Context: an optimization exercise on an open-source flow, tuned for small area, a short achievable clock period and few clock cycles per item. The choices shown serve that exercise and are no tape-out recipe.
Only simulation tests tie the RTL to the original design; equivalence was not proved.

==> flow/design.v <==
package pvpo_pkg;
	localparam int unsigned VOLT_W  = 15;
	localparam int unsigned CNT_W   = 16;
	localparam int unsigned POWER_W = 2 * VOLT_W;
	localparam logic [VOLT_W-1:0]  SEED_NUM     = VOLT_W'(218);
	localparam logic [POWER_W-1:0] MIN_POWER_UP = POWER_W'(120000);
	localparam logic [VOLT_W-1:0] RST_LOW_LIMIT   = '0;
	localparam logic [CNT_W-1:0]  RST_INTERVAL    = CNT_W'(25);
	localparam logic [VOLT_W-1:0] RST_STEP        = VOLT_W'(10);
	localparam logic [VOLT_W-1:0] RST_CURRENT_MIN = '0;
	localparam logic [CNT_W-1:0]  RST_FILTER      = CNT_W'(250);
endpackage
import pvpo_pkg::*;
module pvpo_core (
	input  logic [VOLT_W-1:0]  low_limit,
	input  logic [VOLT_W-1:0]  step,
	input  logic [CNT_W:0]     low_minus_step,   
	input  logic [CNT_W-1:0]   low_plus_step,    
	input  logic [CNT_W-1:0]   filter,
	input  logic [VOLT_W-1:0]  ref_q,
	input  logic [CNT_W-1:0]   stall1_q,         
	input  logic               do_seed,      
	input  logic               do_pause,     
	input  logic               do_eval,      
	input  logic               do_disturb,   
	input  logic               pge,          
	input  logic               up_trend,     
	input  logic               chg_low,      
	input  logic [VOLT_W-1:0]  load,         
	input  logic [CNT_W-1:0]   volt_step,    
	output logic               ref_we,
	output logic [VOLT_W-1:0]  ref_d,
	output logic               stall_we,
	output logic [CNT_W-1:0]   stall1_d,
	output logic               forced
);
	logic              at_low;
	logic              hold_low;
	logic              go_up;
	logic [CNT_W-1:0]  up_sum;
	logic [VOLT_W-1:0] dn_diff;
	logic              up_below;    
	logic              up_over;     
	logic              dn_below;    
	logic              sel_low, sel_max, sel_up, sel_dn, sel_load;
	logic              stall;
	logic              trip_inc;
	logic              trip_zero;
	assign at_low   = (ref_q <= low_limit);
	assign hold_low = at_low && !pge;
	assign go_up    = at_low ? pge : up_trend;
	assign up_sum   = CNT_W'(ref_q) + CNT_W'(step);
	assign dn_diff  = ref_q - step;
	assign up_below = ($signed({2'b00, ref_q}) < $signed(low_minus_step));
	assign up_over  = (ref_q > ~step);
	assign dn_below = ({1'b0, ref_q} < low_plus_step);
	assign sel_low  = do_eval && (hold_low || (go_up ? up_below : dn_below));
	assign sel_max  = do_eval && !hold_low && go_up && !up_below && up_over;
	assign sel_up   = do_eval && !hold_low && go_up && !up_below && !up_over;
	assign sel_dn   = do_eval && !hold_low && !go_up && !dn_below;
	assign sel_load = !do_eval;
	assign ref_d = ({VOLT_W{sel_low}}  & low_limit)
	             | ({VOLT_W{sel_max}})
	             | ({VOLT_W{sel_up}}   & up_sum[VOLT_W-1:0])
	             | ({VOLT_W{sel_dn}}   & dn_diff)
	             | ({VOLT_W{sel_load}} & load);
	assign stall     = (CNT_W'(ref_q) > volt_step) && chg_low;
	assign trip_inc  = (stall1_q >= filter);
	assign trip_zero = (filter == '0);
	assign forced    = do_disturb && (stall ? trip_inc : trip_zero);
	assign stall_we  = do_disturb;
	assign stall1_d  = (forced || !stall) ? CNT_W'(1) : (stall1_q + CNT_W'(1));
	assign ref_we = do_seed || do_pause || do_eval || forced;
endmodule
module pvpo_mul_tree (
	input  logic [14:0] a,
	input  logic [14:0] b,
	output logic [29:0] row_a,
	output logic [29:0] row_b
);
	logic [14:0] pp [15];
	logic t1, t2, t3, t4, t5, t6, t7, t8, t9, t10, t11, t12, t13, t14, t15, t16, t17, t18, t19, t20, t21, t22, t23, t24, t25, t26, t27, t28, t29, t30, t31, t32, t33, t34, t35, t36, t37, t38, t39, t40, t41, t42, t43, t44, t45, t46, t47, t48, t49, t50, t51, t52, t53, t54, t55, t56, t57, t58, t59, t60, t61, t62, t63, t64, t65, t66, t67, t68, t69, t70, t71, t72, t73, t74, t75, t76, t77, t78, t79, t80, t81, t82, t83, t84, t85, t86, t87, t88, t89, t90, t91, t92, t93, t94, t95, t96, t97, t98, t99, t100, t101, t102, t103, t104, t105, t106, t107, t108, t109, t110, t111, t112, t113, t114, t115, t116, t117, t118, t119, t120, t121, t122, t123, t124, t125, t126, t127, t128, t129, t130, t131, t132, t133, t134, t135, t136, t137, t138, t139, t140, t141, t142, t143, t144, t145, t146, t147, t148, t149, t150, t151, t152, t153, t154, t155, t156, t157, t158, t159, t160, t161, t162, t163, t164, t165, t166, t167, t168, t169, t170, t171, t172, t173, t174, t175, t176, t177, t178, t179, t180, t181, t182, t183, t184, t185, t186, t187, t188, t189, t190, t191, t192, t193, t194, t195, t196, t197, t198, t199, t200, t201, t202, t203, t204, t205, t206, t207, t208, t209, t210, t211, t212, t213, t214, t215, t216, t217, t218, t219, t220, t221, t222, t223, t224, t225, t226, t227, t228, t229, t230, t231, t232, t233, t234, t235, t236, t237, t238, t239, t240, t241, t242, t243, t244, t245, t246, t247, t248, t249, t250, t251, t252, t253, t254, t255, t256, t257, t258, t259, t260, t261, t262, t263, t264, t265, t266, t267, t268, t269, t270, t271, t272, t273, t274, t275, t276, t277, t278, t279, t280, t281, t282, t283, t284, t285, t286, t287, t288, t289, t290, t291, t292, t293, t294, t295, t296, t297, t298, t299, t300, t301, t302, t303, t304, t305, t306, t307, t308, t309, t310, t311, t312, t313, t314, t315, t316, t317, t318, t319, t320, t321, t322, t323, t324, t325, t326, t327, t328, t329, t330, t331, t332, t333, t334, t335, t336, t337, t338, t339, t340, t341, t342, t343, t344, t345, t346, t347, t348, t349, t350, t351, t352, t353, t354, t355, t356, t357, t358, t359, t360, t361, t362, t363, t364;
	always_comb for (int i = 0; i < 15; i++) pp[i] = b & {15{a[i]}};
	assign t1 = pp[0][13] ^ pp[1][12];
	assign t2 = pp[0][13] & pp[1][12];
	assign t3 = pp[0][14] ^ pp[1][13] ^ pp[2][12];
	assign t4 = (pp[0][14] & pp[1][13]) | (pp[0][14] & pp[2][12]) | (pp[1][13] & pp[2][12]);
	assign t5 = pp[3][11] ^ pp[4][10];
	assign t6 = pp[3][11] & pp[4][10];
	assign t7 = pp[1][14] ^ pp[2][13] ^ pp[3][12];
	assign t8 = (pp[1][14] & pp[2][13]) | (pp[1][14] & pp[3][12]) | (pp[2][13] & pp[3][12]);
	assign t9 = pp[4][11] ^ pp[5][10];
	assign t10 = pp[4][11] & pp[5][10];
	assign t11 = pp[2][14] ^ pp[3][13] ^ pp[4][12];
	assign t12 = (pp[2][14] & pp[3][13]) | (pp[2][14] & pp[4][12]) | (pp[3][13] & pp[4][12]);
	assign t13 = pp[0][9] ^ pp[1][8];
	assign t14 = pp[0][9] & pp[1][8];
	assign t15 = pp[0][10] ^ pp[1][9] ^ pp[2][8];
	assign t16 = (pp[0][10] & pp[1][9]) | (pp[0][10] & pp[2][8]) | (pp[1][9] & pp[2][8]);
	assign t17 = pp[3][7] ^ pp[4][6];
	assign t18 = pp[3][7] & pp[4][6];
	assign t19 = pp[0][11] ^ pp[1][10] ^ pp[2][9];
	assign t20 = (pp[0][11] & pp[1][10]) | (pp[0][11] & pp[2][9]) | (pp[1][10] & pp[2][9]);
	assign t21 = pp[3][8] ^ pp[4][7] ^ pp[5][6];
	assign t22 = (pp[3][8] & pp[4][7]) | (pp[3][8] & pp[5][6]) | (pp[4][7] & pp[5][6]);
	assign t23 = pp[6][5] ^ pp[7][4];
	assign t24 = pp[6][5] & pp[7][4];
	assign t25 = pp[0][12] ^ pp[1][11] ^ pp[2][10];
	assign t26 = (pp[0][12] & pp[1][11]) | (pp[0][12] & pp[2][10]) | (pp[1][11] & pp[2][10]);
	assign t27 = pp[3][9] ^ pp[4][8] ^ pp[5][7];
	assign t28 = (pp[3][9] & pp[4][8]) | (pp[3][9] & pp[5][7]) | (pp[4][8] & pp[5][7]);
	assign t29 = pp[6][6] ^ pp[7][5] ^ pp[8][4];
	assign t30 = (pp[6][6] & pp[7][5]) | (pp[6][6] & pp[8][4]) | (pp[7][5] & pp[8][4]);
	assign t31 = pp[9][3] ^ pp[10][2];
	assign t32 = pp[9][3] & pp[10][2];
	assign t33 = pp[2][11] ^ pp[3][10] ^ pp[4][9];
	assign t34 = (pp[2][11] & pp[3][10]) | (pp[2][11] & pp[4][9]) | (pp[3][10] & pp[4][9]);
	assign t35 = pp[5][8] ^ pp[6][7] ^ pp[7][6];
	assign t36 = (pp[5][8] & pp[6][7]) | (pp[5][8] & pp[7][6]) | (pp[6][7] & pp[7][6]);
	assign t37 = pp[8][5] ^ pp[9][4] ^ pp[10][3];
	assign t38 = (pp[8][5] & pp[9][4]) | (pp[8][5] & pp[10][3]) | (pp[9][4] & pp[10][3]);
	assign t39 = pp[11][2] ^ pp[12][1] ^ pp[13][0];
	assign t40 = (pp[11][2] & pp[12][1]) | (pp[11][2] & pp[13][0]) | (pp[12][1] & pp[13][0]);
	assign t41 = pp[5][9] ^ pp[6][8] ^ pp[7][7];
	assign t42 = (pp[5][9] & pp[6][8]) | (pp[5][9] & pp[7][7]) | (pp[6][8] & pp[7][7]);
	assign t43 = pp[8][6] ^ pp[9][5] ^ pp[10][4];
	assign t44 = (pp[8][6] & pp[9][5]) | (pp[8][6] & pp[10][4]) | (pp[9][5] & pp[10][4]);
	assign t45 = pp[11][3] ^ pp[12][2] ^ pp[13][1];
	assign t46 = (pp[11][3] & pp[12][2]) | (pp[11][3] & pp[13][1]) | (pp[12][2] & pp[13][1]);
	assign t47 = pp[14][0] ^ t2 ^ t3;
	assign t48 = (pp[14][0] & t2) | (pp[14][0] & t3) | (t2 & t3);
	assign t49 = pp[6][9] ^ pp[7][8] ^ pp[8][7];
	assign t50 = (pp[6][9] & pp[7][8]) | (pp[6][9] & pp[8][7]) | (pp[7][8] & pp[8][7]);
	assign t51 = pp[9][6] ^ pp[10][5] ^ pp[11][4];
	assign t52 = (pp[9][6] & pp[10][5]) | (pp[9][6] & pp[11][4]) | (pp[10][5] & pp[11][4]);
	assign t53 = pp[12][3] ^ pp[13][2] ^ pp[14][1];
	assign t54 = (pp[12][3] & pp[13][2]) | (pp[12][3] & pp[14][1]) | (pp[13][2] & pp[14][1]);
	assign t55 = t4 ^ t6 ^ t7;
	assign t56 = (t4 & t6) | (t4 & t7) | (t6 & t7);
	assign t57 = pp[5][11] ^ pp[6][10] ^ pp[7][9];
	assign t58 = (pp[5][11] & pp[6][10]) | (pp[5][11] & pp[7][9]) | (pp[6][10] & pp[7][9]);
	assign t59 = pp[8][8] ^ pp[9][7] ^ pp[10][6];
	assign t60 = (pp[8][8] & pp[9][7]) | (pp[8][8] & pp[10][6]) | (pp[9][7] & pp[10][6]);
	assign t61 = pp[11][5] ^ pp[12][4] ^ pp[13][3];
	assign t62 = (pp[11][5] & pp[12][4]) | (pp[11][5] & pp[13][3]) | (pp[12][4] & pp[13][3]);
	assign t63 = pp[14][2] ^ t8 ^ t10;
	assign t64 = (pp[14][2] & t8) | (pp[14][2] & t10) | (t8 & t10);
	assign t65 = pp[3][14] ^ pp[4][13] ^ pp[5][12];
	assign t66 = (pp[3][14] & pp[4][13]) | (pp[3][14] & pp[5][12]) | (pp[4][13] & pp[5][12]);
	assign t67 = pp[6][11] ^ pp[7][10] ^ pp[8][9];
	assign t68 = (pp[6][11] & pp[7][10]) | (pp[6][11] & pp[8][9]) | (pp[7][10] & pp[8][9]);
	assign t69 = pp[9][8] ^ pp[10][7] ^ pp[11][6];
	assign t70 = (pp[9][8] & pp[10][7]) | (pp[9][8] & pp[11][6]) | (pp[10][7] & pp[11][6]);
	assign t71 = pp[12][5] ^ pp[13][4] ^ pp[14][3];
	assign t72 = (pp[12][5] & pp[13][4]) | (pp[12][5] & pp[14][3]) | (pp[13][4] & pp[14][3]);
	assign t73 = pp[4][14] ^ pp[5][13] ^ pp[6][12];
	assign t74 = (pp[4][14] & pp[5][13]) | (pp[4][14] & pp[6][12]) | (pp[5][13] & pp[6][12]);
	assign t75 = pp[7][11] ^ pp[8][10] ^ pp[9][9];
	assign t76 = (pp[7][11] & pp[8][10]) | (pp[7][11] & pp[9][9]) | (pp[8][10] & pp[9][9]);
	assign t77 = pp[10][8] ^ pp[11][7] ^ pp[12][6];
	assign t78 = (pp[10][8] & pp[11][7]) | (pp[10][8] & pp[12][6]) | (pp[11][7] & pp[12][6]);
	assign t79 = pp[5][14] ^ pp[6][13] ^ pp[7][12];
	assign t80 = (pp[5][14] & pp[6][13]) | (pp[5][14] & pp[7][12]) | (pp[6][13] & pp[7][12]);
	assign t81 = pp[8][11] ^ pp[9][10] ^ pp[10][9];
	assign t82 = (pp[8][11] & pp[9][10]) | (pp[8][11] & pp[10][9]) | (pp[9][10] & pp[10][9]);
	assign t83 = pp[6][14] ^ pp[7][13] ^ pp[8][12];
	assign t84 = (pp[6][14] & pp[7][13]) | (pp[6][14] & pp[8][12]) | (pp[7][13] & pp[8][12]);
	assign t85 = pp[0][6] ^ pp[1][5];
	assign t86 = pp[0][6] & pp[1][5];
	assign t87 = pp[0][7] ^ pp[1][6] ^ pp[2][5];
	assign t88 = (pp[0][7] & pp[1][6]) | (pp[0][7] & pp[2][5]) | (pp[1][6] & pp[2][5]);
	assign t89 = pp[3][4] ^ pp[4][3];
	assign t90 = pp[3][4] & pp[4][3];
	assign t91 = pp[0][8] ^ pp[1][7] ^ pp[2][6];
	assign t92 = (pp[0][8] & pp[1][7]) | (pp[0][8] & pp[2][6]) | (pp[1][7] & pp[2][6]);
	assign t93 = pp[3][5] ^ pp[4][4] ^ pp[5][3];
	assign t94 = (pp[3][5] & pp[4][4]) | (pp[3][5] & pp[5][3]) | (pp[4][4] & pp[5][3]);
	assign t95 = pp[6][2] ^ pp[7][1];
	assign t96 = pp[6][2] & pp[7][1];
	assign t97 = pp[2][7] ^ pp[3][6] ^ pp[4][5];
	assign t98 = (pp[2][7] & pp[3][6]) | (pp[2][7] & pp[4][5]) | (pp[3][6] & pp[4][5]);
	assign t99 = pp[5][4] ^ pp[6][3] ^ pp[7][2];
	assign t100 = (pp[5][4] & pp[6][3]) | (pp[5][4] & pp[7][2]) | (pp[6][3] & pp[7][2]);
	assign t101 = pp[8][1] ^ pp[9][0] ^ t13;
	assign t102 = (pp[8][1] & pp[9][0]) | (pp[8][1] & t13) | (pp[9][0] & t13);
	assign t103 = pp[5][5] ^ pp[6][4] ^ pp[7][3];
	assign t104 = (pp[5][5] & pp[6][4]) | (pp[5][5] & pp[7][3]) | (pp[6][4] & pp[7][3]);
	assign t105 = pp[8][2] ^ pp[9][1] ^ pp[10][0];
	assign t106 = (pp[8][2] & pp[9][1]) | (pp[8][2] & pp[10][0]) | (pp[9][1] & pp[10][0]);
	assign t107 = t14 ^ t15 ^ t17;
	assign t108 = (t14 & t15) | (t14 & t17) | (t15 & t17);
	assign t109 = pp[8][3] ^ pp[9][2] ^ pp[10][1];
	assign t110 = (pp[8][3] & pp[9][2]) | (pp[8][3] & pp[10][1]) | (pp[9][2] & pp[10][1]);
	assign t111 = pp[11][0] ^ t16 ^ t18;
	assign t112 = (pp[11][0] & t16) | (pp[11][0] & t18) | (t16 & t18);
	assign t113 = t19 ^ t21 ^ t23;
	assign t114 = (t19 & t21) | (t19 & t23) | (t21 & t23);
	assign t115 = pp[11][1] ^ pp[12][0] ^ t20;
	assign t116 = (pp[11][1] & pp[12][0]) | (pp[11][1] & t20) | (pp[12][0] & t20);
	assign t117 = t22 ^ t24 ^ t25;
	assign t118 = (t22 & t24) | (t22 & t25) | (t24 & t25);
	assign t119 = t27 ^ t29 ^ t31;
	assign t120 = (t27 & t29) | (t27 & t31) | (t29 & t31);
	assign t121 = t1 ^ t26 ^ t28;
	assign t122 = (t1 & t26) | (t1 & t28) | (t26 & t28);
	assign t123 = t30 ^ t32 ^ t33;
	assign t124 = (t30 & t32) | (t30 & t33) | (t32 & t33);
	assign t125 = t35 ^ t37 ^ t39;
	assign t126 = (t35 & t37) | (t35 & t39) | (t37 & t39);
	assign t127 = t5 ^ t34 ^ t36;
	assign t128 = (t5 & t34) | (t5 & t36) | (t34 & t36);
	assign t129 = t38 ^ t40 ^ t41;
	assign t130 = (t38 & t40) | (t38 & t41) | (t40 & t41);
	assign t131 = t43 ^ t45 ^ t47;
	assign t132 = (t43 & t45) | (t43 & t47) | (t45 & t47);
	assign t133 = t9 ^ t42 ^ t44;
	assign t134 = (t9 & t42) | (t9 & t44) | (t42 & t44);
	assign t135 = t46 ^ t48 ^ t49;
	assign t136 = (t46 & t48) | (t46 & t49) | (t48 & t49);
	assign t137 = t51 ^ t53 ^ t55;
	assign t138 = (t51 & t53) | (t51 & t55) | (t53 & t55);
	assign t139 = t11 ^ t50 ^ t52;
	assign t140 = (t11 & t50) | (t11 & t52) | (t50 & t52);
	assign t141 = t54 ^ t56 ^ t57;
	assign t142 = (t54 & t56) | (t54 & t57) | (t56 & t57);
	assign t143 = t59 ^ t61 ^ t63;
	assign t144 = (t59 & t61) | (t59 & t63) | (t61 & t63);
	assign t145 = t12 ^ t58 ^ t60;
	assign t146 = (t12 & t58) | (t12 & t60) | (t58 & t60);
	assign t147 = t62 ^ t64 ^ t65;
	assign t148 = (t62 & t64) | (t62 & t65) | (t64 & t65);
	assign t149 = t67 ^ t69 ^ t71;
	assign t150 = (t67 & t69) | (t67 & t71) | (t69 & t71);
	assign t151 = pp[13][5] ^ pp[14][4] ^ t66;
	assign t152 = (pp[13][5] & pp[14][4]) | (pp[13][5] & t66) | (pp[14][4] & t66);
	assign t153 = t68 ^ t70 ^ t72;
	assign t154 = (t68 & t70) | (t68 & t72) | (t70 & t72);
	assign t155 = t73 ^ t75 ^ t77;
	assign t156 = (t73 & t75) | (t73 & t77) | (t75 & t77);
	assign t157 = pp[11][8] ^ pp[12][7] ^ pp[13][6];
	assign t158 = (pp[11][8] & pp[12][7]) | (pp[11][8] & pp[13][6]) | (pp[12][7] & pp[13][6]);
	assign t159 = pp[14][5] ^ t74 ^ t76;
	assign t160 = (pp[14][5] & t74) | (pp[14][5] & t76) | (t74 & t76);
	assign t161 = t78 ^ t79 ^ t81;
	assign t162 = (t78 & t79) | (t78 & t81) | (t79 & t81);
	assign t163 = pp[9][11] ^ pp[10][10] ^ pp[11][9];
	assign t164 = (pp[9][11] & pp[10][10]) | (pp[9][11] & pp[11][9]) | (pp[10][10] & pp[11][9]);
	assign t165 = pp[12][8] ^ pp[13][7] ^ pp[14][6];
	assign t166 = (pp[12][8] & pp[13][7]) | (pp[12][8] & pp[14][6]) | (pp[13][7] & pp[14][6]);
	assign t167 = t80 ^ t82 ^ t83;
	assign t168 = (t80 & t82) | (t80 & t83) | (t82 & t83);
	assign t169 = pp[7][14] ^ pp[8][13] ^ pp[9][12];
	assign t170 = (pp[7][14] & pp[8][13]) | (pp[7][14] & pp[9][12]) | (pp[8][13] & pp[9][12]);
	assign t171 = pp[10][11] ^ pp[11][10] ^ pp[12][9];
	assign t172 = (pp[10][11] & pp[11][10]) | (pp[10][11] & pp[12][9]) | (pp[11][10] & pp[12][9]);
	assign t173 = pp[13][8] ^ pp[14][7] ^ t84;
	assign t174 = (pp[13][8] & pp[14][7]) | (pp[13][8] & t84) | (pp[14][7] & t84);
	assign t175 = pp[8][14] ^ pp[9][13] ^ pp[10][12];
	assign t176 = (pp[8][14] & pp[9][13]) | (pp[8][14] & pp[10][12]) | (pp[9][13] & pp[10][12]);
	assign t177 = pp[11][11] ^ pp[12][10] ^ pp[13][9];
	assign t178 = (pp[11][11] & pp[12][10]) | (pp[11][11] & pp[13][9]) | (pp[12][10] & pp[13][9]);
	assign t179 = pp[9][14] ^ pp[10][13] ^ pp[11][12];
	assign t180 = (pp[9][14] & pp[10][13]) | (pp[9][14] & pp[11][12]) | (pp[10][13] & pp[11][12]);
	assign t181 = pp[0][4] ^ pp[1][3];
	assign t182 = pp[0][4] & pp[1][3];
	assign t183 = pp[0][5] ^ pp[1][4] ^ pp[2][3];
	assign t184 = (pp[0][5] & pp[1][4]) | (pp[0][5] & pp[2][3]) | (pp[1][4] & pp[2][3]);
	assign t185 = pp[3][2] ^ pp[4][1];
	assign t186 = pp[3][2] & pp[4][1];
	assign t187 = pp[2][4] ^ pp[3][3] ^ pp[4][2];
	assign t188 = (pp[2][4] & pp[3][3]) | (pp[2][4] & pp[4][2]) | (pp[3][3] & pp[4][2]);
	assign t189 = pp[5][1] ^ pp[6][0] ^ t85;
	assign t190 = (pp[5][1] & pp[6][0]) | (pp[5][1] & t85) | (pp[6][0] & t85);
	assign t191 = pp[5][2] ^ pp[6][1] ^ pp[7][0];
	assign t192 = (pp[5][2] & pp[6][1]) | (pp[5][2] & pp[7][0]) | (pp[6][1] & pp[7][0]);
	assign t193 = t86 ^ t87 ^ t89;
	assign t194 = (t86 & t87) | (t86 & t89) | (t87 & t89);
	assign t195 = pp[8][0] ^ t88 ^ t90;
	assign t196 = (pp[8][0] & t88) | (pp[8][0] & t90) | (t88 & t90);
	assign t197 = t91 ^ t93 ^ t95;
	assign t198 = (t91 & t93) | (t91 & t95) | (t93 & t95);
	assign t199 = t92 ^ t94 ^ t96;
	assign t200 = (t92 & t94) | (t92 & t96) | (t94 & t96);
	assign t201 = t97 ^ t99 ^ t101;
	assign t202 = (t97 & t99) | (t97 & t101) | (t99 & t101);
	assign t203 = t98 ^ t100 ^ t102;
	assign t204 = (t98 & t100) | (t98 & t102) | (t100 & t102);
	assign t205 = t103 ^ t105 ^ t107;
	assign t206 = (t103 & t105) | (t103 & t107) | (t105 & t107);
	assign t207 = t104 ^ t106 ^ t108;
	assign t208 = (t104 & t106) | (t104 & t108) | (t106 & t108);
	assign t209 = t109 ^ t111 ^ t113;
	assign t210 = (t109 & t111) | (t109 & t113) | (t111 & t113);
	assign t211 = t110 ^ t112 ^ t114;
	assign t212 = (t110 & t112) | (t110 & t114) | (t112 & t114);
	assign t213 = t115 ^ t117 ^ t119;
	assign t214 = (t115 & t117) | (t115 & t119) | (t117 & t119);
	assign t215 = t116 ^ t118 ^ t120;
	assign t216 = (t116 & t118) | (t116 & t120) | (t118 & t120);
	assign t217 = t121 ^ t123 ^ t125;
	assign t218 = (t121 & t123) | (t121 & t125) | (t123 & t125);
	assign t219 = t122 ^ t124 ^ t126;
	assign t220 = (t122 & t124) | (t122 & t126) | (t124 & t126);
	assign t221 = t127 ^ t129 ^ t131;
	assign t222 = (t127 & t129) | (t127 & t131) | (t129 & t131);
	assign t223 = t128 ^ t130 ^ t132;
	assign t224 = (t128 & t130) | (t128 & t132) | (t130 & t132);
	assign t225 = t133 ^ t135 ^ t137;
	assign t226 = (t133 & t135) | (t133 & t137) | (t135 & t137);
	assign t227 = t134 ^ t136 ^ t138;
	assign t228 = (t134 & t136) | (t134 & t138) | (t136 & t138);
	assign t229 = t139 ^ t141 ^ t143;
	assign t230 = (t139 & t141) | (t139 & t143) | (t141 & t143);
	assign t231 = t140 ^ t142 ^ t144;
	assign t232 = (t140 & t142) | (t140 & t144) | (t142 & t144);
	assign t233 = t145 ^ t147 ^ t149;
	assign t234 = (t145 & t147) | (t145 & t149) | (t147 & t149);
	assign t235 = t146 ^ t148 ^ t150;
	assign t236 = (t146 & t148) | (t146 & t150) | (t148 & t150);
	assign t237 = t151 ^ t153 ^ t155;
	assign t238 = (t151 & t153) | (t151 & t155) | (t153 & t155);
	assign t239 = t152 ^ t154 ^ t156;
	assign t240 = (t152 & t154) | (t152 & t156) | (t154 & t156);
	assign t241 = t157 ^ t159 ^ t161;
	assign t242 = (t157 & t159) | (t157 & t161) | (t159 & t161);
	assign t243 = t158 ^ t160 ^ t162;
	assign t244 = (t158 & t160) | (t158 & t162) | (t160 & t162);
	assign t245 = t163 ^ t165 ^ t167;
	assign t246 = (t163 & t165) | (t163 & t167) | (t165 & t167);
	assign t247 = t164 ^ t166 ^ t168;
	assign t248 = (t164 & t166) | (t164 & t168) | (t166 & t168);
	assign t249 = t169 ^ t171 ^ t173;
	assign t250 = (t169 & t171) | (t169 & t173) | (t171 & t173);
	assign t251 = pp[14][8] ^ t170 ^ t172;
	assign t252 = (pp[14][8] & t170) | (pp[14][8] & t172) | (t170 & t172);
	assign t253 = t174 ^ t175 ^ t177;
	assign t254 = (t174 & t175) | (t174 & t177) | (t175 & t177);
	assign t255 = pp[12][11] ^ pp[13][10] ^ pp[14][9];
	assign t256 = (pp[12][11] & pp[13][10]) | (pp[12][11] & pp[14][9]) | (pp[13][10] & pp[14][9]);
	assign t257 = t176 ^ t178 ^ t179;
	assign t258 = (t176 & t178) | (t176 & t179) | (t178 & t179);
	assign t259 = pp[10][14] ^ pp[11][13] ^ pp[12][12];
	assign t260 = (pp[10][14] & pp[11][13]) | (pp[10][14] & pp[12][12]) | (pp[11][13] & pp[12][12]);
	assign t261 = pp[13][11] ^ pp[14][10] ^ t180;
	assign t262 = (pp[13][11] & pp[14][10]) | (pp[13][11] & t180) | (pp[14][10] & t180);
	assign t263 = pp[11][14] ^ pp[12][13] ^ pp[13][12];
	assign t264 = (pp[11][14] & pp[12][13]) | (pp[11][14] & pp[13][12]) | (pp[12][13] & pp[13][12]);
	assign t265 = pp[0][3] ^ pp[1][2];
	assign t266 = pp[0][3] & pp[1][2];
	assign t267 = pp[2][2] ^ pp[3][1] ^ pp[4][0];
	assign t268 = (pp[2][2] & pp[3][1]) | (pp[2][2] & pp[4][0]) | (pp[3][1] & pp[4][0]);
	assign t269 = pp[5][0] ^ t182 ^ t183;
	assign t270 = (pp[5][0] & t182) | (pp[5][0] & t183) | (t182 & t183);
	assign t271 = t184 ^ t186 ^ t187;
	assign t272 = (t184 & t186) | (t184 & t187) | (t186 & t187);
	assign t273 = t188 ^ t190 ^ t191;
	assign t274 = (t188 & t190) | (t188 & t191) | (t190 & t191);
	assign t275 = t192 ^ t194 ^ t195;
	assign t276 = (t192 & t194) | (t192 & t195) | (t194 & t195);
	assign t277 = t196 ^ t198 ^ t199;
	assign t278 = (t196 & t198) | (t196 & t199) | (t198 & t199);
	assign t279 = t200 ^ t202 ^ t203;
	assign t280 = (t200 & t202) | (t200 & t203) | (t202 & t203);
	assign t281 = t204 ^ t206 ^ t207;
	assign t282 = (t204 & t206) | (t204 & t207) | (t206 & t207);
	assign t283 = t208 ^ t210 ^ t211;
	assign t284 = (t208 & t210) | (t208 & t211) | (t210 & t211);
	assign t285 = t212 ^ t214 ^ t215;
	assign t286 = (t212 & t214) | (t212 & t215) | (t214 & t215);
	assign t287 = t216 ^ t218 ^ t219;
	assign t288 = (t216 & t218) | (t216 & t219) | (t218 & t219);
	assign t289 = t220 ^ t222 ^ t223;
	assign t290 = (t220 & t222) | (t220 & t223) | (t222 & t223);
	assign t291 = t224 ^ t226 ^ t227;
	assign t292 = (t224 & t226) | (t224 & t227) | (t226 & t227);
	assign t293 = t228 ^ t230 ^ t231;
	assign t294 = (t228 & t230) | (t228 & t231) | (t230 & t231);
	assign t295 = t232 ^ t234 ^ t235;
	assign t296 = (t232 & t234) | (t232 & t235) | (t234 & t235);
	assign t297 = t236 ^ t238 ^ t239;
	assign t298 = (t236 & t238) | (t236 & t239) | (t238 & t239);
	assign t299 = t240 ^ t242 ^ t243;
	assign t300 = (t240 & t242) | (t240 & t243) | (t242 & t243);
	assign t301 = t244 ^ t246 ^ t247;
	assign t302 = (t244 & t246) | (t244 & t247) | (t246 & t247);
	assign t303 = t248 ^ t250 ^ t251;
	assign t304 = (t248 & t250) | (t248 & t251) | (t250 & t251);
	assign t305 = t252 ^ t254 ^ t255;
	assign t306 = (t252 & t254) | (t252 & t255) | (t254 & t255);
	assign t307 = t256 ^ t258 ^ t259;
	assign t308 = (t256 & t258) | (t256 & t259) | (t258 & t259);
	assign t309 = pp[14][11] ^ t260 ^ t262;
	assign t310 = (pp[14][11] & t260) | (pp[14][11] & t262) | (t260 & t262);
	assign t311 = pp[12][14] ^ pp[13][13] ^ pp[14][12];
	assign t312 = (pp[12][14] & pp[13][13]) | (pp[12][14] & pp[14][12]) | (pp[13][13] & pp[14][12]);
	assign t313 = pp[0][2] ^ pp[1][1];
	assign t314 = pp[0][2] & pp[1][1];
	assign t315 = pp[2][1] ^ pp[3][0] ^ t265;
	assign t316 = (pp[2][1] & pp[3][0]) | (pp[2][1] & t265) | (pp[3][0] & t265);
	assign t317 = t181 ^ t266 ^ t267;
	assign t318 = (t181 & t266) | (t181 & t267) | (t266 & t267);
	assign t319 = t185 ^ t268 ^ t269;
	assign t320 = (t185 & t268) | (t185 & t269) | (t268 & t269);
	assign t321 = t189 ^ t270 ^ t271;
	assign t322 = (t189 & t270) | (t189 & t271) | (t270 & t271);
	assign t323 = t193 ^ t272 ^ t273;
	assign t324 = (t193 & t272) | (t193 & t273) | (t272 & t273);
	assign t325 = t197 ^ t274 ^ t275;
	assign t326 = (t197 & t274) | (t197 & t275) | (t274 & t275);
	assign t327 = t201 ^ t276 ^ t277;
	assign t328 = (t201 & t276) | (t201 & t277) | (t276 & t277);
	assign t329 = t205 ^ t278 ^ t279;
	assign t330 = (t205 & t278) | (t205 & t279) | (t278 & t279);
	assign t331 = t209 ^ t280 ^ t281;
	assign t332 = (t209 & t280) | (t209 & t281) | (t280 & t281);
	assign t333 = t213 ^ t282 ^ t283;
	assign t334 = (t213 & t282) | (t213 & t283) | (t282 & t283);
	assign t335 = t217 ^ t284 ^ t285;
	assign t336 = (t217 & t284) | (t217 & t285) | (t284 & t285);
	assign t337 = t221 ^ t286 ^ t287;
	assign t338 = (t221 & t286) | (t221 & t287) | (t286 & t287);
	assign t339 = t225 ^ t288 ^ t289;
	assign t340 = (t225 & t288) | (t225 & t289) | (t288 & t289);
	assign t341 = t229 ^ t290 ^ t291;
	assign t342 = (t229 & t290) | (t229 & t291) | (t290 & t291);
	assign t343 = t233 ^ t292 ^ t293;
	assign t344 = (t233 & t292) | (t233 & t293) | (t292 & t293);
	assign t345 = t237 ^ t294 ^ t295;
	assign t346 = (t237 & t294) | (t237 & t295) | (t294 & t295);
	assign t347 = t241 ^ t296 ^ t297;
	assign t348 = (t241 & t296) | (t241 & t297) | (t296 & t297);
	assign t349 = t245 ^ t298 ^ t299;
	assign t350 = (t245 & t298) | (t245 & t299) | (t298 & t299);
	assign t351 = t249 ^ t300 ^ t301;
	assign t352 = (t249 & t300) | (t249 & t301) | (t300 & t301);
	assign t353 = t253 ^ t302 ^ t303;
	assign t354 = (t253 & t302) | (t253 & t303) | (t302 & t303);
	assign t355 = t257 ^ t304 ^ t305;
	assign t356 = (t257 & t304) | (t257 & t305) | (t304 & t305);
	assign t357 = t261 ^ t306 ^ t307;
	assign t358 = (t261 & t306) | (t261 & t307) | (t306 & t307);
	assign t359 = t263 ^ t308 ^ t309;
	assign t360 = (t263 & t308) | (t263 & t309) | (t308 & t309);
	assign t361 = t264 ^ t310 ^ t311;
	assign t362 = (t264 & t310) | (t264 & t311) | (t310 & t311);
	assign t363 = pp[13][14] ^ pp[14][13] ^ t312;
	assign t364 = (pp[13][14] & pp[14][13]) | (pp[13][14] & t312) | (pp[14][13] & t312);
	assign row_a = {1'b0, pp[14][14], t362, t360, t358, t356, t354, t352, t350, t348, t346, t344, t342, t340, t338, t336, t334, t332, t330, t328, t326, t324, t322, t320, t318, t316, t314, pp[2][0], pp[0][1], pp[0][0]};
	assign row_b = {1'b0, t364, t363, t361, t359, t357, t355, t353, t351, t349, t347, t345, t343, t341, t339, t337, t335, t333, t331, t329, t327, t325, t323, t321, t319, t317, t315, t313, pp[1][0], 1'b0};
endmodule
import pvpo_pkg::*;
module pv_perturb_observe_mppt (
	input  logic        clk,
	input  logic        arst_n,
	input  logic        sample_valid,
	output logic        sample_ready,
	input  logic [1:0]  sample_action,
	input  logic [14:0] sample_pv_voltage,
	input  logic [14:0] sample_pv_current,
	input  logic [14:0] sample_charge_current,
	input  logic        sample_pause,
	output logic        result_valid,
	input  logic        result_ready,
	output logic [14:0] result_voltage_ref,
	output logic        result_evaluated,
	output logic        result_forced_pulldown,
	input  logic        cfg_valid,
	output logic        cfg_ready,
	input  logic [2:0]  cfg_index,
	input  logic [15:0] cfg_data
);
	logic [VOLT_W-1:0] low_limit;
	logic [CNT_W-1:0]  interval;
	logic [VOLT_W-1:0] step;
	logic [VOLT_W-1:0] cur_min;
	logic [CNT_W-1:0]  filter;
	assign cfg_ready = 1'b1;
	logic [CNT_W:0]    low_minus_step;
	logic [CNT_W-1:0]  low_plus_step;
	always_ff @(posedge clk) begin
		low_minus_step <= {2'b00, low_limit} - {2'b00, step};
		low_plus_step  <= {1'b0, low_limit} + {1'b0, step};
	end
	always_ff @(posedge clk or negedge arst_n) begin
		if (!arst_n) begin
			low_limit <= RST_LOW_LIMIT;
			interval  <= RST_INTERVAL;
			step      <= RST_STEP;
			cur_min   <= RST_CURRENT_MIN;
			filter    <= RST_FILTER;
		end else if (cfg_valid) begin
			case (cfg_index)
				3'd0: low_limit <= cfg_data[VOLT_W-1:0];
				3'd1: interval  <= cfg_data[CNT_W-1:0];
				3'd2: step      <= cfg_data[VOLT_W-1:0];
				3'd3: cur_min   <= cfg_data[VOLT_W-1:0];
				3'd4: filter    <= cfg_data[CNT_W-1:0];
				default: begin
				end
			endcase
		end
	end
	logic              hv_q;    
	logic              en_q;    
	assign sample_ready = en_q;
	logic              s1_valid;
	logic [1:0]        s1_act;
	logic              s1_pause;
	logic              s1_chg;
	logic [VOLT_W-1:0] s1_v;
	logic [VOLT_W-1:0] s1_b;
	always_ff @(posedge clk or negedge arst_n) begin
		if (!arst_n)
			s1_valid <= 1'b0;
		else if (en_q)
			s1_valid <= sample_valid;
	end
	always_ff @(posedge clk) begin
		if (en_q) begin
			s1_act   <= sample_action;
			s1_pause <= sample_pause;
			s1_chg   <= (sample_charge_current < cur_min);
			s1_v     <= sample_pv_voltage;
			s1_b     <= sample_action[0] ? sample_pv_current : SEED_NUM;
		end
	end
	logic [POWER_W-1:0] row_a;
	logic [POWER_W-1:0] row_b;
	logic [CNT_W-1:0]   tick1_q;    
	logic               s1_tick;
	logic               s1_eval;
	pvpo_mul_tree u_mul (
		.a     (s1_v),
		.b     (s1_b),
		.row_a (row_a),
		.row_b (row_b)
	);
	assign s1_tick  = (s1_act == 2'd1);
	assign s1_eval  = s1_tick && !s1_pause && (tick1_q >= interval);
	always_ff @(posedge clk or negedge arst_n) begin
		if (!arst_n)
			tick1_q <= CNT_W'(1);
		else if (en_q && s1_valid && s1_tick)
			tick1_q <= (s1_pause || s1_eval) ? CNT_W'(1) : (tick1_q + CNT_W'(1));
	end
	logic                s2_valid;
	logic                s2_init;
	logic                s2_pause;
	logic                s2_eval;
	logic                s2_dist;
	logic                s2_chg;
	logic [VOLT_W-1:0]   s2_v;
	logic [POWER_W-1:0]  s2_ra;
	logic [POWER_W-1:0]  s2_rb;
	always_ff @(posedge clk or negedge arst_n) begin
		if (!arst_n)
			s2_valid <= 1'b0;
		else if (en_q)
			s2_valid <= s1_valid;
	end
	always_ff @(posedge clk) begin
		if (en_q) begin
			s2_init  <= (s1_act == 2'd0);
			s2_pause <= s1_tick && s1_pause;
			s2_eval  <= s1_eval;
			s2_dist  <= (s1_act == 2'd2);
			s2_chg   <= s1_chg;
			s2_v     <= s1_v;
			s2_ra    <= row_a;
			s2_rb    <= row_b;
		end
	end
	logic [POWER_W-1:0] prev_p_q;
	logic               prev_p_zero_q;
	logic               go2;
	logic [POWER_W-1:0] power;
	logic [POWER_W-1:0] fall_s, fall_c;
	logic [POWER_W:0]   fall_sum;
	logic               pfell;
	assign go2   = en_q && s2_valid;
	assign power = s2_ra + s2_rb;
	assign fall_s   = s2_ra ^ s2_rb ^ ~prev_p_q;
	assign fall_c   = (s2_ra & s2_rb) | (s2_ra & ~prev_p_q) | (s2_rb & ~prev_p_q);
	assign fall_sum = {1'b0, fall_s} + {fall_c, 1'b1};
	assign pfell    = !prev_p_zero_q && !fall_sum[POWER_W];
	always_ff @(posedge clk or negedge arst_n) begin
		if (!arst_n)
			prev_p_zero_q <= 1'b1;
		else if (go2) begin
			if (s2_init || s2_pause)
				prev_p_zero_q <= 1'b1;
			else if (s2_eval)
				prev_p_zero_q <= 1'b0;
		end
	end
	always_ff @(posedge clk) begin
		if (go2 && s2_eval)
			prev_p_q <= power;
	end
	logic                s3_valid;
	logic                s3_init;
	logic                s3_pause;
	logic                s3_eval;
	logic                s3_dist;
	logic                s3_chg;
	logic                s3_pge;
	logic                s3_fell;
	logic [VOLT_W-1:0]   s3_v;
	logic [VOLT_W-1:0]   s3_seed_raw;   
	logic [CNT_W-1:0]    s3_vstep;      
	always_ff @(posedge clk or negedge arst_n) begin
		if (!arst_n)
			s3_valid <= 1'b0;
		else if (en_q)
			s3_valid <= s2_valid;
	end
	always_ff @(posedge clk) begin
		if (en_q) begin
			s3_init     <= s2_init;
			s3_pause    <= s2_pause;
			s3_eval     <= s2_eval;
			s3_dist     <= s2_dist;
			s3_chg      <= s2_chg;
			s3_pge      <= (power >= MIN_POWER_UP);
			s3_fell     <= pfell;
			s3_v        <= s2_v;
			s3_seed_raw <= power[VOLT_W+7:8];
			s3_vstep    <= CNT_W'(s2_v) + CNT_W'(step);
		end
	end
	logic [VOLT_W-1:0]  ref_q;
	logic [CNT_W-1:0]   stall1_q;    
	logic [CNT_W-1:0]   prev_v_q;
	logic               go;
	logic [VOLT_W-1:0]  seed;
	logic               v_gt;
	logic               v_eq;
	logic               up_trend;
	logic               ref_we;
	logic [VOLT_W-1:0]  ref_d;
	logic               stall_we;
	logic [CNT_W-1:0]   stall1_d;
	logic               forced;
	assign go       = en_q && s3_valid;
	assign seed     = (s3_seed_raw < low_limit) ? low_limit : s3_seed_raw;
	assign v_gt     = (CNT_W'(s3_v) > prev_v_q);
	assign v_eq     = (CNT_W'(s3_v) == prev_v_q);
	assign up_trend = s3_fell ? !(v_gt || v_eq) : v_gt;
	pvpo_core u_core (
		.low_limit      (low_limit),
		.step           (step),
		.low_minus_step (low_minus_step),
		.low_plus_step  (low_plus_step),
		.filter         (filter),
		.ref_q          (ref_q),
		.stall1_q       (stall1_q),
		.do_seed        (s3_init),
		.do_pause       (s3_pause),
		.do_eval        (s3_eval),
		.do_disturb     (s3_dist),
		.pge            (s3_pge),
		.up_trend       (up_trend),
		.chg_low        (s3_chg),
		.load           (s3_pause ? s3_v : seed),
		.volt_step      (s3_vstep),
		.ref_we         (ref_we),
		.ref_d          (ref_d),
		.stall_we       (stall_we),
		.stall1_d       (stall1_d),
		.forced         (forced)
	);
	always_ff @(posedge clk or negedge arst_n) begin
		if (!arst_n) begin
			ref_q    <= '0;
			stall1_q <= CNT_W'(1);
			prev_v_q <= '0;
		end else if (go) begin
			if (ref_we)
				ref_q <= ref_d;
			if (stall_we)
				stall1_q <= stall1_d;
			if (s3_init)
				prev_v_q <= CNT_W'(seed);
			else if (s3_pause)
				prev_v_q <= s3_vstep;
			else if (s3_eval)
				prev_v_q <= CNT_W'(s3_v);
		end
	end
	logic [VOLT_W+1:0] res_new;
	logic [VOLT_W+1:0] head_q;
	logic [VOLT_W+1:0] skid_q;
	logic              take;
	assign res_new = {(ref_we ? ref_d : ref_q), s3_eval, forced};
	assign take    = hv_q && result_ready;
	always_ff @(posedge clk or negedge arst_n) begin
		if (!arst_n) begin
			hv_q <= 1'b0;
			en_q <= 1'b1;
		end else begin
			if (!hv_q)
				hv_q <= go;
			else if (take && en_q)
				hv_q <= go;
			en_q <= en_q ? !(hv_q && !take && go) : take;
		end
	end
	always_ff @(posedge clk) begin
		if (!en_q) begin
			if (take)
				head_q <= skid_q;
		end else if (go && (!hv_q || take)) begin
			head_q <= res_new;
		end
		if (en_q && go && hv_q && !take)
			skid_q <= res_new;
	end
	assign result_valid           = hv_q;
	assign result_voltage_ref     = head_q[VOLT_W+1:2];
	assign result_evaluated       = head_q[1];
	assign result_forced_pulldown = head_q[0];
endmodule
==> flow/flow/run.sh <==
#!/bin/bash
# Standard ORFS layout (the standard.sh), with extra make settings read from
# flow/knobs.txt: the timing repair aims for extra setup slack and the port buffers use a
# plain buffer cell. The clock period and all constraints stay the design's.
set -euo pipefail
mapfile -t KNOBS < <(grep -v '^#' flow/knobs.txt | grep .)
bash standard.sh "${KNOBS[@]}" finish > flow_standard.log 2>&1
==> flow/flow/knobs.txt <==
SETUP_SLACK_MARGIN=7
BUFFER_PORTS_ARGS=-buffer_cell sky130_fd_sc_hd__buf_2
==> flow/standard.sh <==
#!/bin/bash
# synth_recipe.tcl (not shown) runs the flow's synth.tcl, then flattens the netlist and writes it again
# the make line also repeats each setting of config.mk as NAME=value (left out here)
make -C /OpenROAD-flow-scripts/flow DESIGN_CONFIG=/design/flow/config.mk WORK_HOME=/design/flow/orfs CLKGATE_MAP_FILE= SYNTH_SCRIPT=/design/flow/synth_recipe.tcl "${@:-finish}"
==> flow/config.mk <==
export PLATFORM = sky130hd
export DESIGN_NAME = pv_perturb_observe_mppt
export DESIGN_NICKNAME = pv_perturb_observe_mppt
export VERILOG_FILES = /design/flow/design.v
export SDC_FILE = /design/flow/constraint.sdc
export NUM_CORES = 4
export LEC_CHECK = 0
export CAP_MARGIN = 20
export CORE_MARGIN = 2
export CORE_UTILIZATION = 40
export SLEW_MARGIN = 20
==> flow/constraint.sdc <==
create_clock -name core_clock -period 11.5 [get_ports {clk}]
set_input_delay 2.3000 -clock core_clock [delete_from_list [all_inputs] [get_ports {clk}]]
set_output_delay 2.3000 -clock core_clock [all_outputs]
set_load 0.01 [all_outputs]
==> results.env, run 1 <==
SYNTH.YOSYS.SEQ_AREA_SHARE_PCT=36.6
POSTSYNTH.ASYNCRESETSHARE_PCT=36.0
POSTCTSSETUPREPAIRBUFS=0
CRITPATHKIND='reg2reg'
TYPE_OF_THE_TIGHTEST_MIN_DELAY_CHECK='reg2reg'
LAYOUT.CELLS.MOST_COMMON='sky130_fd_sc_hd__inv_1'
BUFFER_PORTS.INSERTED=90
DR.MAX_LAYER_USED='met4'
HP-START='s2_dist'
GRT_PASS1_VIAS=22200
SYNTH_LARGEST_TYPE_AREA_FRACTION_PCT=22.5
AREA.GROWTH.SYNTH_TO_FINAL_PCT=10.2
VIAS_PER_CELL=5.30
POST_DP_CELL_AREA_UM2=31900
SETUP_VIOL_COUNT_FINAL=0
REGTOREGSTARTPOINT='low_limit[5]'
FLOORPLAN.IO_PINS=92
HOLDPATHEND='s3_dist'
TIMING.REG2REG.WORST_PATH_DEPTH=10
DESIGN.DIE.AREA_UM2=78300
TIMING.SETUP.TNS_NS=0
YOSYSTOPAREACELL='sky130_fd_sc_hd__edfxtp_1'
MAX-SLEW-MARGIN-REL_PCT=30.1
WORST_SETUP_HOLD_PATH_CLK_SLEW_NS=0.06
UTILIZATION_AFTER_LAYOUT_PCT=44.3
SYNTH-SEQ-CELLS=405
REG2REG_TO='head_q[7]'
GRT.OVERFLOW.TOTAL=0
INITIAL_ANTENNA_VIOLATION_COUNT=1
CLOCK_BUFFERS_CREATED_BY_TRITONCTS=49
GP_WEIGHTED_CONGESTION=0.936
RSZ0062_AT_GRT='no'
HOLD-WORST-SLACK_NS=0.426
CRIT_PATH_MAX_FANOUT=21
DIE-WIDTH_UM=280
MAPPEDNETLISTNETS=3596
DP_HPWL_MM=61.1
GRT_PASS1_WL_MM=127
WL_MET2_MM=38.1
WORSTSKEWPAIRLATENCY_NS=0.62
DR.FIRST_ITER.DRC_COUNT=1390
WORST_EP_REQUIRED_TIME_NS=11.83
CLOCK_SINK_COUNT=405
SYNTH_AREA_LEADERS='sky130_fd_sc_hd__edfxtp_1 22%, sky130_fd_sc_hd__fa_1 13%, sky130_fd_sc_hd__ha_1 12%'
CP-END-KIND='flop'
SYNTHFLOPTYPE='sky130_fd_sc_hd__edfxtp_1'
FIN_CRIT_SH_PCT=35.8
ANTENNA_CELLS_INSERTED=0
SYNTH-EDFF-COUNT=228
CP.ARRIVAL_NS=4.45
GRT_MAX_DEGREE=77
DETAIL-ROUTE-ANTENNA-NETS=0
SYN-INSTANCE-COUNT=3040
POST_SYNTHESIS_AVERAGE_CELL_AREA_UM2=10.0
FP-ROW-COUNT=101
DRT_DRC_VIOLATIONS_LEFT=0
HTREE_NUM_LEVELS=2
WORST-R2R-SETUP-SLACK_NS=7.38
COUNT_OF_DIFFERENT_CELL_MASTERS_AFTER_SYNTHESIS=91
NETLIST_AREA_UM2=30400
TIGHTEST_SLEW_NS=1.05
DETAIL_ROUTE.WL_PER_CELL_UM=19.5
ROUTER_ITERATIONS_BEFORE_ANTENNA_REPAIR=8
LAYOUT_COMMON_CELLS='471 x sky130_fd_sc_hd__inv_1, 282 x sky130_fd_sc_hd__ha_1, 228 x sky130_fd_sc_hd__edfxtp_1'
POST-ROUTE-MIN-PERIOD_NS=4.12
CHIPHEIGHT_UM=280
FIN_WORST_SKEW_NS=0.0336
CORE_REGION_AREA_UM2=75700
CTS_BUFFER_DEPTH=3
GLOBALROUTETOTALUTIL_PCT=20.8
WL_MET3_MM=3.38
FINAL_NETS=3665
ROUTED-VIA-COUNT=21900
EFFECTIVE_UTILIZATION_AT_FLOORPLAN_PCT=40.2
DETAIL_ROUTE.WIRELENGTH_MM=80.3
TRITONCTS='built'
CRITICAL_PATH.STARTPOINT_TYPE='flop'
MAX_CAP_VIOL_COUNT=0
TOTAL_OF_WARNINGS_RAISED_BY_YOSYS=3
FILLCELLCOUNT=7212
RUN_STATUS='finished clean'
FINAL_AREA_UM2=33500
CTS.ROOT.BUFFER_CELL='sky130_fd_sc_hd__clkbuf_16'
WL_MET1_MM=36.2
FMAX_MHz=243
FINAL-MAX-SLEW-VIOLATION-COUNT=0
HOLD_PATH_DEPTH=0
FINAL_LAYOUT_SIZE_SUFFIX_GT1_SHARE_PCT=8.80
HOLD_VIOL_FINAL=0
-- cell families (layout without fill, tap and decap cells) --
family / Yosys count / in the layout / share of synthesized area, %
AND/OR/NAND/NOR: 842 / 842 / 14.2
AO/OA/AOI/OAI: 612 / 612 / 13.3
buffers and inverters: 565 / 674 / 7.02
adder cells (fa/ha/maj): 484 / 484 / 24.9
flip-flops: 405 / 405 / 36.6
XOR/XNOR: 85 / 85 / 2.44
multiplexers: 46 / 46 / 1.66
other: 1 / 1 / 0.0123
-- timing repair --
action                                  in CTS  in global routing
endpoints found under the setup margin       0                  8
gates resized for setup                      0                  1
hold endpoints to repair                     0                  0
hold buffers                                 0                  0
-- per-stage QoR --
| step | instances | setup slack [ns] |
|---|---|---|
| 5_1_grt | 4127 | 7.14 |
| 4_1_cts | 4127 | 7.16 |
| 3_3_place_gp | 4036 | 7.22 |
| 2_1_floorplan | 3040 | 7.47 |
| 3_5_place_dp | 4036 | 7.19 |
| 6_report | 4127 | 7.38 |
-- layout make-up --
type                       count  area, µm²  area share [%]
clock inverter                19        181           0.541
multi-input combinational   2070      17200            51.3
sequential                   405      11100            33.2
inverter                     472       1770            5.28
tap                          978       1220            3.65
timing repair buffer         111        614            1.83
clock buffer                  72       1410            4.21
-- per-layer routing --
layer / track usage (%) / up-vias
met5: 0 / -
met4: 7.32 / 0
met3: 2.49 / 140
met2: 35.0 / 491
met1: 27.7 / 10700
li1: - / 10500
-- critical path, cell delays in order, from the launching register on --
cell                        delay [ns]
sky130_fd_sc_hd__dfrtp_1          0.51
sky130_fd_sc_hd__inv_1            0.14
sky130_fd_sc_hd__ha_1             0.32
sky130_fd_sc_hd__o2111ai_1        0.09
sky130_fd_sc_hd__o21ai_0          0.36
sky130_fd_sc_hd__a311o_1          0.81
sky130_fd_sc_hd__and2_1           0.49
sky130_fd_sc_hd__mux2i_1          0.30
sky130_fd_sc_hd__a211oi_1         0.12
sky130_fd_sc_hd__a211oi_1         0.55
sky130_fd_sc_hd__o21ai_0          0.17
-- state kept, by name, indices dropped and copies added, names as in the netlist, 16 cells and up --
name,count
interval,16
head_q,17
stall1_q,16
filter,16
skid_q,17
prev_v_q,16
s2_ra,29
prev_p_q,30
tick1_q,16
s3_vstep,16
low_plus_step,16
s2_rb,28
-- synth_stat cells (30+ instances only) --
| library cell | number |
|---|---|
| sky130_fd_sc_hd__ha_1 | 282 |
| sky130_fd_sc_hd__edfxtp_1 | 228 |
| sky130_fd_sc_hd__nand2_1 | 219 |
| sky130_fd_sc_hd__nor3_1 | 39 |
| sky130_fd_sc_hd__dfrtp_1 | 131 |
| sky130_fd_sc_hd__inv_1 | 471 |
| sky130_fd_sc_hd__a21o_1 | 55 |
| sky130_fd_sc_hd__xnor2_1 | 50 |
| sky130_fd_sc_hd__nor2b_1 | 31 |
| sky130_fd_sc_hd__nand2b_1 | 30 |
| sky130_fd_sc_hd__nor2_1 | 143 |
| sky130_fd_sc_hd__a21oi_1 | 111 |
| sky130_fd_sc_hd__o21ai_0 | 195 |
| sky130_fd_sc_hd__fa_1 | 202 |
| sky130_fd_sc_hd__clkbuf_1 | 85 |
| sky130_fd_sc_hd__dfxtp_1 | 31 |
| sky130_fd_sc_hd__and2_1 | 201 |
| sky130_fd_sc_hd__mux2_2 | 36 |
| sky130_fd_sc_hd__nand3_1 | 72 |
| sky130_fd_sc_hd__xor2_1 | 35 |
-- worst max path at each step --
stage | cells past startpoint | startpoint | slack (ns) | to
after floorplan | 1 | result_ready | 7.47 | skid_q[0]
after global placement | 10 | ref_q[13] | 7.22 | ref_q[2]
after detailed placement | 10 | ref_q[13] | 7.19 | ref_q[7]
after CTS | 10 | ref_q[13] | 7.16 | ref_q[7]
after global routing | 9 | s3_v[14] | 7.14 | head_q[8]
final | 10 | low_limit[5] | 7.38 | head_q[7]
Testbench counts, summed over its fixed seeds: cycles 12,115, items 12,083.
==> run 2: changes to the inputs <==
==> flow/flow/knobs.txt (replaced) <==
SETUP_SLACK_MARGIN=8
BUFFER_PORTS_ARGS=-buffer_cell sky130_fd_sc_hd__buf_2
==> run 2 against run 1 <==
Effect of this change:
- non-clock buffer count increased by 133
- register-to-register slack improved by 0.24 ns
- sequential share of layout area decreased by 2.0 points
- critical path type unchanged
==> results.env, run 2 <==
GRT_MAX_DEGREE=84  # +9.1%
FINAL_NETS=3801  # +3.7%
HOLD-WORST-SLACK_NS=0.414  # -0.0120 ns
GRT_PASS1_VIAS=22600  # +1.7%
DR.MAX_LAYER_USED='met4'
CHIPHEIGHT_UM=280  # unchanged
ANTENNA_CELLS_INSERTED=0  # unchanged
WORST_EP_REQUIRED_TIME_NS=11.85  # +0.02 ns
FINAL-INSTANCE-COUNT-EXCL-FILL=4265  # +3.3%
YOSYSTOPAREACELL='sky130_fd_sc_hd__edfxtp_1'
TYPE_OF_THE_TIGHTEST_MIN_DELAY_CHECK='reg2reg'
BUFFERS_PLUS_INVERTERS_ON_THE_WORST_SETUP_PATH=4  # +3
FIN_CRIT_SH_PCT=33.8  # -2.1 points
CRIT_FAMILY='adder cells'
LAYOUT.CELLS.MOST_COMMON='sky130_fd_sc_hd__inv_1'
RSZ0062_AT_GRT='yes'
PLACE_INST=4035  # -0.025%
SYNTH.YOSYS.SEQ_AREA_SHARE_PCT=36.6  # unchanged
POSTSYNTH.ASYNCRESETSHARE_PCT=36.0  # unchanged
HOLD_VIOL_FINAL=0  # unchanged
VIAS_PER_CELL=5.32  # +0.48%
POST_DP_CELL_AREA_UM2=32000  # +0.11%
SYNTH-EDFF-COUNT=228  # unchanged
CRITICAL_PATH.STARTPOINT_TYPE='flop'
WL_MET1_MM=37.5  # +3.8%
WORST_SETUP_HOLD_PATH_CLK_SLEW_NS=0.06  # about the same
DETAIL_ROUTE.WL_PER_CELL_UM=19.7  # +1.5%
CLOCK_BUFFERS_CREATED_BY_TRITONCTS=50  # +2.0%
CORE_REGION_AREA_UM2=75700  # unchanged
CRIT_PATH_TOP_DELAY_CELL='sky130_fd_sc_hd__fa_2'
CTS_BUFFER_DEPTH=3  # unchanged
ROUTER_ITERATIONS_BEFORE_ANTENNA_REPAIR=5  # -3
FP-ROW-COUNT=101  # unchanged
TOTAL_OF_WARNINGS_RAISED_BY_YOSYS=3  # unchanged
NETLIST_AREA_UM2=30400  # unchanged
WORSTSKEWPAIRLATENCY_NS=0.62  # about the same
GP_WEIGHTED_CONGESTION=1.01  # +8.3%
FINAL_AREA_UM2=35700  # +6.5%
DIE-WIDTH_UM=280  # unchanged
CP.ARRIVAL_NS=4.23  # -0.22 ns
CTS.ROOT.BUFFER_CELL='sky130_fd_sc_hd__clkbuf_16'
DP_HPWL_MM=60.5  # -0.97%
FINAL_LAYOUT_SIZE_SUFFIX_GT1_SHARE_PCT=19.0  # +10 points
COUNT_OF_DIFFERENT_CELL_MASTERS_AFTER_SYNTHESIS=91  # unchanged
SYNTH-SEQ-CELLS=405  # unchanged
TIGHTEST_SLEW_NS=1.07  # +0.0246 ns
FILLCELLCOUNT=7026  # -2.6%
FIN_WORST_SKEW_NS=0.0296  # -0.00403 ns
TRITONCTS='built'
GRT_PASS1_WL_MM=129  # +1.8%
MAX-SLEW-MARGIN-REL_PCT=28.4  # -1.6 points
SYNTH_AREA_LEADERS='sky130_fd_sc_hd__edfxtp_1 22%, sky130_fd_sc_hd__fa_1 13%, sky130_fd_sc_hd__ha_1 12%'
POST-ROUTE-MIN-PERIOD_NS=3.88  # -0.238 ns
MAX_STAGE_DELAY_NS=0.54  # -0.27 ns
SETUP_VIOL_COUNT_FINAL=0  # unchanged
SYN-INSTANCE-COUNT=3040  # unchanged
GLOBALROUTETOTALUTIL_PCT=21.4  # +0.56 points
CRITPATHKIND='reg2reg'
WL_MET2_MM=40.0  # +4.9%
TOP_REGS='prev_p_q: 30 flops, s2_ra: 29 flops, s2_rb: 28 flops'
WL_MET3_MM=4.05  # +20%
UTILIZATION_AFTER_LAYOUT_PCT=47.2  # +2.9 points
CP-END-KIND='flop'
MAPPEDNETLISTNETS=3596  # unchanged
AREA.GROWTH.SYNTH_TO_FINAL_PCT=17.4
SYNTH_LARGEST_TYPE_AREA_FRACTION_PCT=22.5  # unchanged
CLOCK_SINK_COUNT=405  # unchanged
ROUTED-VIA-COUNT=22700  # +3.8%
REGMOSTFLOPS='prev_p_q'
RUN_STATUS='finished clean'
CRIT_PATH_CELL_TRACE='and2_1 > fa_1 > inv_1 > fa_1 > fa_2 > inv_1 > fa_2 > inv_2 > fa_1 > inv_1 > fa_2'
GRT.OVERFLOW.TOTAL=0  # unchanged
TIMING.SETUP.TNS_NS=0  # unchanged
FLOORPLAN.IO_PINS=92  # unchanged
POST_SYNTHESIS_AVERAGE_CELL_AREA_UM2=10.0  # unchanged
SYNTHFLOPTYPE='sky130_fd_sc_hd__edfxtp_1'
EFFECTIVE_UTILIZATION_AT_FLOORPLAN_PCT=40.2  # unchanged
CRIT_PATH_MAX_FANOUT=5  # -76%
BUFFER_PORTS.INSERTED=90  # unchanged
INITIAL_ANTENNA_VIOLATION_COUNT=1  # unchanged
YOSYSMOSTFREQUENTCELL='sky130_fd_sc_hd__inv_1'
DESIGN.DIE.AREA_UM2=78300  # unchanged
DETAIL_ROUTE.WIRELENGTH_MM=84.2  # +4.9%
SYNTH_COMMON_CELLS='471 x sky130_fd_sc_hd__inv_1, 282 x sky130_fd_sc_hd__ha_1, 228 x sky130_fd_sc_hd__edfxtp_1, 219 x sky130_fd_sc_hd__nand2_1, 202 x sky130_fd_sc_hd__fa_1'
LAYOUT_COMMON_CELLS='437 x sky130_fd_sc_hd__inv_1, 270 x sky130_fd_sc_hd__ha_1, 228 x sky130_fd_sc_hd__edfxtp_1'
FINAL-MAX-SLEW-VIOLATION-COUNT=0  # unchanged
POST_CTS_HOLD_BUFFER_COUNT=0  # unchanged
HTREE_NUM_LEVELS=2  # unchanged
FMAX_MHz=258  # +6.1%
DRT_DRC_VIOLATIONS_LEFT=0  # unchanged
LARGEST_REGISTER_FFS=30  # unchanged
MAX_CAP_VIOL_COUNT=0  # unchanged
DR.FIRST_ITER.DRC_COUNT=1700  # +22%
DETAIL-ROUTE-ANTENNA-NETS=0  # unchanged
## run 2: cell count changes in the layout (fill, tap and decap cells not counted), sizes merged
cell      previous run  this run
buf                111       243
clkinv              10        22
clkbuf              72        61
bufinv               2         6
inv                477       473
clkinvlp             2         5
a311o                3         4
or2                  6         7
## run 2: cell type report
cell class	count	area [µm²]	area share (%)
clock buffer	60	1350	3.78
clock inverter	34	378	1.06
inverter	472	1780	4.97
multi-input combinational	2072	18000	50.4
sequential	405	11200	31.2
tap	978	1220	3.42
timing repair buffer	244	1850	5.17
## run 2: logic make-up after synthesis
group / synth area share (%)
flops: 36.6
other cells: 0.0123
simple gates: 14.2
compound gates: 13.3
buf+inv: 7.02
mux: 1.66
fa+ha+maj: 24.9
xor+xnor: 2.44
## run 2: metrics by stage
stage / worst slack (ns)
final: 7.62
after global routing: 7.52
after CTS: 7.58
after detailed placement: 7.35
after global placement: 7.38
after floorplan: 7.60
## run 2: final timing paths
kind                                end  slack (ns)  cells after the start      from
hold / removal                  s3_dist        0.41                      0   s2_dist
max in group asynchronous  low_limit[1]        8.56                      2    arst_n
min in group asynchronous  stall1_q[13]        1.72                      1    arst_n
setup / recovery              s2_rb[15]        7.62                     11  s1_b[12]
hold reg to reg                 s3_dist        0.41                      0   s2_dist
setup reg to reg              s2_rb[15]        7.62                     11  s1_b[12]
## run 2: repair_timing
action,in CTS,in global routing
buffers inserted,92,41
gates cloned,1,2
gates resized for setup,86,176
pin swaps,15,60
endpoints found under the setup margin,82,138
## run 2: layer usage
metal	up-vias	track usage (%)
met3	134	2.37
met5	-	0
met4	0	7.09
met1	11200	29.1
met2	617	35.5
li1	10800	-

## static timing again, ports no longer ideal
The results above use ideal ports. As a check the final layouts listed here were re-extracted and re-timed, cells and wires unchanged.
Step 1: set_driving_cell puts a clkbuf_16 on clk and a buf_2 on each other input, an assumption about the parent block.
Step 2 times the ports against the registers' clock, not the clock port: input delays grow and output delays shrink by t, the midpoint of the rising clock arrivals with the driver on.
Slacks: no drivers / after step 1 / after step 2; pairs: no drivers / after step 1.
| run | t (ns) | setup slack, ns | worst slew at a driven data input, ns |
|---|---|---|---|
| run 1 | 0.662 | 7.378 / 7.378 / 7.249 | 0.06 |
| run 2 | 0.670 | 7.617 / 7.617 / 7.494 | 0.08 |
After both steps every run listed still meets setup and hold. The setup slack of run 1, which loses most, moves by 0.000 ns with the drivers and by -0.129 ns with both steps.
